Source: an optimization exercise on an open RTL-to-GDS flow (aim: small area and a short achievable clock period). Production flows keep margins and buffers that such runs may drop.
Where RTL was checked, it was by simulation tests only, not by an equivalence proof against the original.
Power is estimated from default activity; no workload was simulated.

==> raven <==
## datapath
module datapath (
  input  logic        CLK,
  input  logic        nRST,
  output logic        imemREN,
  output logic [31:0] imemaddr,
  input  logic [31:0] imemload,
  input  logic        ihit,
  output logic        dmemREN,
  output logic        dmemWEN,
  output logic [31:0] dmemaddr,
  output logic [31:0] dmemstore,
  input  logic [31:0] dmemload,
  input  logic        dhit,
  output logic        halt
);
clock: 13.5 ns
lec_check: 0
cap_margin: 20
core_margin: 2
core_utilization: 30
slew_margin: 20
synth_hierarchical: 1
tns_end_percent: 0
standard.sh (not shown) runs the stock make flow with config.mk's settings and CLKGATE_MAP_FILE= SYNTH_SCRIPT=/design/flow/synth_recipe.tcl, a recipe that flattens the netlist after the stock synthesis.
==> flow/flow/run.sh <==
#!/bin/bash
set -e
EXTRA='SETUP_SLACK_MARGIN=7 TNS_END_PERCENT=0'
EXTRA="$EXTRA CTS_ARGS='-sink_clustering_enable -repair_clock_nets -dont_use_dummy_load'"
sed -e "s/SETUP_SLACK_MARGIN=[0-9.]* //" -e "s|\"\${@:-finish}\"|$EXTRA \"\${@:-finish}\"|" standard.sh > my_standard.sh
bash my_standard.sh > standard.log 2>&1
==> inputs of cedar, as changes to raven <==
--- a/flow/design.v
+++ b/flow/design.v
@@ -72,50 +72,59 @@
   input  logic        CLK,
   input  logic        nRST,
   input  logic        WEN,
   input  logic [4:0]  wsel,
   input  logic [1:0]  wkind,    
   input  logic [31:0] wsum,
   input  logic [31:0] woth,
+  input  logic [31:0] wsh,      
+  input  logic        wleft,
   input  logic        wcout,    
   input  logic        wflip,    
   input  logic [4:0]  rsel1,
   input  logic [4:0]  rsel2,
   output logic [31:0] rdat1,
   output logic [31:0] rdat2,
   output logic [31:0] psum      
 );
   logic [31:0] regs [1:31];
   logic [31:1] valid;
   logic        pend_v;
   logic [4:0]  pend_sel;
   logic [1:0]  pend_kind;
-  logic [31:0] pend_sum, pend_oth;
+  logic [31:0] pend_sum, pend_oth, pend_sh, sh_rev;
+  logic        pend_left;
   logic        pend_cout, pend_flip;
   logic [31:0] pend_d;
   logic [31:1] pmask;
   logic [31:1] ren;
   always_ff @(posedge CLK, negedge nRST) begin
     if (!nRST) pend_v <= 1'b0;
     else       pend_v <= WEN && (wsel != 5'd0);
   end
   always_ff @(posedge CLK) begin
     pend_sel  <= wsel;
     pend_kind <= wkind;
     pend_sum  <= wsum;
     pend_oth  <= woth;
+    pend_sh   <= wsh;
+    pend_left <= wleft;
     pend_cout <= wcout;
     pend_flip <= wflip;
   end
   assign psum = pend_sum;
   always_comb begin
+    for (int i = 0; i < 32; i++) sh_rev[i] = pend_sh[31-i];
+  end
+  always_comb begin
     case (pend_kind)
       2'd0:    pend_d = pend_sum;
       2'd1:    pend_d = pend_oth;
-      default: pend_d = {31'd0, ~pend_cout ^ pend_flip};
+      2'd2:    pend_d = {31'd0, ~pend_cout ^ pend_flip};
+      default: pend_d = pend_left ? sh_rev : pend_sh;
     endcase
   end
   always_comb begin
     for (int i = 1; i < 32; i++) pmask[i] = pend_v && (pend_sel == i[4:0]);
   end
   always_ff @(posedge CLK, negedge nRST) begin
     if (!nRST) valid <= '0;
@@ -147,60 +156,82 @@
   end
 endmodule
 module rf_andor (
   input  logic [31:0] d,
   input  logic [31:0] s,
   output logic        y
 );
+  logic [3:0]  t8;
+  logic [1:0]  t16n;
+  for (genvar k = 0; k < 4; k++) begin : g_ao
+    rf_ao8 u (.d(d[8*k +: 8]), .s(s[8*k +: 8]), .y(t8[k]));
+  end
+  for (genvar k = 0; k < 2; k++) begin : g_n2
+    rf_nor2 u (.a(t8[2*k]), .b(t8[2*k+1]), .y(t16n[k]));
+  end
+  rf_nand2 u_out (.a(t16n[0]), .b(t16n[1]), .y(y));
+endmodule
+module rf_ao8 (
+  input  logic [7:0] d,
+  input  logic [7:0] s,
+  output logic       y
+);
   assign y = |(d & s);
 endmodule
+module rf_nor2 (input logic a, b, output logic y);
+  assign y = ~(a | b);
+endmodule
+module rf_nand2 (input logic a, b, output logic y);
+  assign y = ~(a & b);
+endmodule
 `timescale 1ns/1ps
 module alu (
   input  logic [31:0] a,
   input  logic [31:0] b,
   input  logic        sub,      
   input  logic        uns,      
   input  logic [1:0]  lop,      
   input  logic        left,     
   output logic [31:0] sum,
   output logic        cout,
   output logic        flip,     
   output logic [31:0] lres,
-  output logic [31:0] sres
+  output logic [31:0] x,        
+  output logic [31:0] sres      
 );
   logic [31:0] bx;
-  logic [31:0] sh_in, sh_out, a_rev;
+  logic [31:0] p, g;
+  logic [31:0] sh_in, a_rev;
   assign bx = b ^ {32{sub}};
-  ks_add32 add0 (.a(a), .b(bx), .cin(sub), .sum(sum), .cout(cout));
+  ks_add32 add0 (.a(a), .b(bx), .cin(sub), .sum(sum), .cout(cout), .p(p), .g(g));
   assign flip = ~uns & (a[31] ^ b[31]);
+  assign x = p;
   always_comb begin
     case (lop)
-      2'd0: lres = a & b;
-      2'd1: lres = a | b;
-      2'd2: lres = a ^ b;
-      default: lres = ~(a | b);
+      2'd0: lres = g;
+      2'd1: lres = p | g;
+      2'd2: lres = p;
+      default: lres = ~(p | g);
     endcase
   end
   always_comb begin
     for (int i = 0; i < 32; i++) a_rev[i] = a[31-i];
   end
   assign sh_in  = left ? a_rev : a;
-  assign sh_out = sh_in >> b[4:0];
-  always_comb begin
-    for (int i = 0; i < 32; i++) sres[i] = left ? sh_out[31-i] : sh_out[i];
-  end
+  assign sres   = sh_in >> b[4:0];
 endmodule
 module ks_add32 (
   input  logic [31:0] a,
   input  logic [31:0] b,
   input  logic        cin,
   output logic [31:0] sum,
-  output logic        cout
+  output logic        cout,
+  output logic [31:0] p,        
+  output logic [31:0] g         
 );
-  logic [31:0] p, g;
   logic [31:0] g1n, p1n, g2, p2, g3n, p3n, g4, p4, g5n, p5n;
   ks_pg pg0 (.a(a), .b(b), .cin(cin), .p(p), .g(g));
   ks_lvl_pn #(.D(1))  l1 (.g(g),   .p(p),   .gn(g1n), .pn(p1n));
   ks_lvl_np #(.D(2))  l2 (.gn(g1n), .pn(p1n), .g(g2),   .p(p2));
   ks_lvl_pn #(.D(4))  l3 (.g(g2),  .p(p2),  .gn(g3n), .pn(p3n));
   ks_lvl_np #(.D(8))  l4 (.gn(g3n), .pn(p3n), .g(g4),   .p(p4));
   ks_lvl_pn #(.D(16)) l5 (.g(g4),  .p(p4),  .gn(g5n), .pn(p5n));
@@ -268,79 +299,81 @@
     cout = ~cn[31];
   end
 endmodule
 `timescale 1ns/1ps
 module control_unit (
   input  logic [5:0] op,
   input  logic [5:0] fn,
-  output logic       is_r,      
+  output logic       brt,       
   output logic       zext,      
   output logic       sub,
   output logic       uns,
   output logic [1:0] lop,
   output logic       left,
   output logic [1:0] wkind,     
-  output logic [2:0] osel,      
+  output logic [1:0] osel,      
   output logic [1:0] wdst,      
   output logic       regw,
   output logic       mem,       
   output logic       lw,
   output logic       sw,
   output logic       jr,
   output logic       jmp,
   output logic       br,        
   output logic       hlt
 );
+  logic is_r;
   always_comb begin
     is_r = (op == 6'h00);
     zext = op[2];
     lw   = (op == 6'h23);
     sw   = (op == 6'h2b);
     mem  = lw | sw;
     jr   = is_r && (fn == 6'h08);
     jmp  = (op[5:1] == 5'b00001);
     br   = (op[5:1] == 5'b00010);
+    brt  = is_r | br;
     hlt  = (op == 6'h3f);
-    sub  = is_r ? fn[1] : (op[5:1] == 5'b00101);
+    sub  = is_r ? (fn[1] & ~fn[2]) : (op[5:1] == 5'b00101);
     uns  = is_r ? fn[0] : op[0];
     lop  = is_r ? fn[1:0] : op[1:0];
     left = ~fn[1];
     wkind = 2'd1;
-    osel  = 3'd0;
+    osel  = 2'd0;
     wdst  = 2'd1;
     regw  = 1'b0;
     if (is_r) begin
       wdst = 2'd0;
       if (fn[5]) begin
         case (fn[3:2])
           2'b00:   wkind = 2'd0;
           2'b01:   wkind = 2'd1;
           default: wkind = 2'd2;
         endcase
       end else begin
-        osel = 3'd1;
+        wkind = 2'd3;
       end
       case (fn)
         6'h00, 6'h02, 6'h20, 6'h21, 6'h22, 6'h23, 6'h24, 6'h25, 6'h26, 6'h27,
         6'h2a, 6'h2b: regw = 1'b1;
         default: regw = 1'b0;
       endcase
     end else if (op == 6'h03) begin
       wdst = 2'd2;
-      osel = 3'd3;
+      osel = 2'd2;
       regw = 1'b1;
     end else if (op[5:3] == 3'b001) begin
       regw = 1'b1;
       case (op[2:1])
         2'b00:   wkind = 2'd0;
         2'b01:   wkind = 2'd2;
-        default: osel  = (op[2:0] == 3'b111) ? 3'd2 : 3'd0;
+        default: osel  = (op[2:0] == 3'b111) ? 2'd1 : 2'd0;
       endcase
     end else if (lw) begin
-      osel = 3'd4;
+      osel = 2'd3;
       regw = 1'b1;
     end
   end
 endmodule
 `timescale 1ns/1ps
 import cpu_types_pkg::*;
 import dp_types_pkg::*;
@@ -383,40 +416,40 @@
   output logic        dmemWEN,
   output logic [31:0] dmemaddr,
   output logic [31:0] dmemstore,
   input  logic [31:0] dmemload,
   input  logic        dhit,
   output logic        halt
 );
-  logic        is_r, zext, sub, uns, left, regw, mem, lw, sw, jr, jmp, br, hlt;
+  logic        brt, zext, sub, uns, left, regw, mem, lw, sw, jr, jmp, br, hlt;
   logic [1:0]  lop, wkind, wdst;
-  logic [2:0]  osel;
+  logic [1:0]  osel;
   logic [31:0] rdat1, rdat2;
-  logic [31:0] imm32, alu_b, sum, lres, sres, woth;
+  logic [31:0] imm32, alu_b, sum, lres, sres, woth, x;
   logic        cout, flip;
   logic [4:0]  wsel;
   logic [31:0] cpc, npc, pc4, baddr;
   logic        complete, ihit_live, taken;
   control_unit cu (
     .op(imemload[31:26]), .fn(imemload[5:0]),
-    .is_r(is_r), .zext(zext), .sub(sub), .uns(uns), .lop(lop), .left(left),
+    .brt(brt), .zext(zext), .sub(sub), .uns(uns), .lop(lop), .left(left),
     .wkind(wkind), .osel(osel), .wdst(wdst), .regw(regw), .mem(mem), .lw(lw), .sw(sw),
     .jr(jr), .jmp(jmp), .br(br), .hlt(hlt)
   );
   assign ihit_live = ihit & ~halt;
   assign complete  = mem ? (dhit & ~halt) : ihit_live;
   assign imm32 = {{16{imemload[15] & ~zext}}, imemload[15:0]};
-  assign alu_b = is_r ? rdat2 : imm32;
+  assign alu_b = brt ? rdat2 : imm32;
   alu alu0 (
     .a(rdat1), .b(alu_b), .sub(sub), .uns(uns), .lop(lop), .left(left),
-    .sum(sum), .cout(cout), .flip(flip), .lres(lres), .sres(sres)
+    .sum(sum), .cout(cout), .flip(flip), .lres(lres), .x(x), .sres(sres)
   );
   assign pc4   = cpc + 32'd4;
   assign baddr = pc4 + {{14{imemload[15]}}, imemload[15:0], 2'b00};
-  assign taken = br && ((rdat1 == rdat2) ^ imemload[26]);
+  assign taken = br && ((x == 32'd0) ^ imemload[26]);
   always_comb begin
     if (jr)         npc = rdat1;
     else if (jmp)   npc = {pc4[31:28], imemload[25:0], 2'b00};
     else if (taken) npc = baddr;
     else            npc = pc4;
   end
   always_ff @(posedge CLK, negedge nRST) begin
@@ -426,24 +459,23 @@
   always_comb begin
     case (wdst)
       2'd0:    wsel = imemload[15:11];
       2'd1:    wsel = imemload[20:16];
       default: wsel = 5'd31;
     endcase
     case (osel)
-      3'd0:    woth = lres;
-      3'd1:    woth = sres;
-      3'd2:    woth = {imemload[15:0], 16'd0};
-      3'd3:    woth = pc4;
+      2'd0:    woth = lres;
+      2'd1:    woth = {imemload[15:0], 16'd0};
+      2'd2:    woth = pc4;
       default: woth = dmemload;
     endcase
   end
   register_file rf (
     .CLK(CLK), .nRST(nRST), .WEN(regw & complete), .wsel(wsel),
-    .wkind(wkind), .wsum(sum), .woth(woth), .wcout(cout), .wflip(flip),
+    .wkind(wkind), .wsum(sum), .woth(woth), .wsh(sres), .wleft(left), .wcout(cout), .wflip(flip),
     .rsel1(imemload[25:21]), .rsel2(imemload[20:16]),
     .rdat1(rdat1), .rdat2(rdat2), .psum(dmemaddr)
   );
   always_ff @(posedge CLK, negedge nRST) begin
     if (!nRST)                halt <= 1'b0;
     else if (hlt && complete) halt <= 1'b1;
   end
==> flow/flow/run.sh (replaced) <==
#!/bin/bash
# The standard layout (standard.sh, its synthesis unchanged) with:
# - a clock tree of clkbuf_8 without dummy loads,
# - plain buf_2 port buffers instead of the default delay-cell buffers.
set -e
EXTRA='SETUP_SLACK_MARGIN=8 TNS_END_PERCENT=0'
EXTRA="$EXTRA CTS_ARGS='-sink_clustering_enable -repair_clock_nets -dont_use_dummy_load -buf_list sky130_fd_sc_hd__clkbuf_8'"
EXTRA="$EXTRA BUFFER_PORTS_ARGS='-buffer_cell sky130_fd_sc_hd__buf_2'"
sed -e "s/SETUP_SLACK_MARGIN=[0-9.]* //" -e "s|\"\${@:-finish}\"|$EXTRA \"\${@:-finish}\"|" standard.sh > my_standard.sh
bash my_standard.sh > standard.log 2>&1
CORE_UTILIZATION = 50   (was 30)
CTS_BUF_LIST = sky130_fd_sc_hd__clkbuf_8   (was unset)
PLACE_DENSITY = 0.62   (was unset)
==> qor summary <==
| metric | cedar | raven |
|---|---|---|
| Net switching fraction of the power | 24.6% | 23.8% |
| Total met3 wirelength after detailed routing | 38.7 mm | 35.7 mm |
| Proportion of power drawn by flip-flops and latches | 56.0% | 51.9% |
| Cells resized by post-CTS repair | 430 | 230 |
| Number of buffer and inverter stages on the critical path | 4 | 5 |
| Seq group | 4130 uW | 4030 uW |
| GR Layer Usage met1 | 56.0% | 33.4% |
| Max-Slew Margin vs Limit | 22.0% | 13.9% |
| Met3 track utilization from global routing | 14.3% | 7.29% |
| Met2 global-route usage | 56.2% | 38.6% |
| Worst setup margin | 6.92 ns | 6.50 ns |
| Synthesized instance count | 4457 | 4688 |
| Non-Filler Instances | 6487 | 7732 |
| Number of filler cells placed in the layout | 8867 | 18696 |
| Total power after layout | 7380 uW | 7770 uW |
| Master cell of the clock root buffer | clkbuf_8 | clkbuf_16 |
| Inverters | 65 | 161 |
| Synth Net Count | 4596 | 4891 |
| Status | no timing/DRC/antenna violations | no timing/DRC/antenna violations |
| Most common cell after layout, fill and taps aside | a22oi_1 | edfxtp_1 |
| First DRT Iteration DRCs | 8416 | 8802 |
| Sequential cell count | 1197 | 1164 |
| Required time of the critical path | 14.26 ns | 14.11 ns |
| Least-Margin Pin Slew | 1.17 ns | 1.28 ns |
| Gpl congestion | 1.09 | 0.998 |
No functional check of the RTL was part of raven.

what the ideal ports hide:
The results above use ideal ports. As a check the final layouts listed here were re-extracted and re-timed, cells and wires unchanged. Step 1, drivers: a clkbuf_16 drives CLK and a buf_2 each remaining input, both assumed. Step 2 adds t to the input delays and takes it off the output delays; t is the mean of the earliest and latest rising clock arrival at the registers after step 1. Input paths then give back, and output paths get back, about the clock's delay inside the block. a / b / c = no drivers / after step 1 / after step 2; a / b = the first two.
run | t (ns) | setup slack, ns | worst setup path after step 2 | latest minus earliest clock arrival (ns) | worst data-port slew with drivers (ns)
raven | 0.834 | 6.500 / 6.538 / 5.704 | input to register | 0.093 / 0.094 | 0.07
cedar | 0.929 | 6.917 / 6.848 / 5.919 | input to register | 0.094 / 0.094 | 0.21
After both steps setup and hold are still met in every run listed. The setup slack of cedar, which loses most, moves by -0.069 ns with the drivers and by -0.998 ns with both steps.
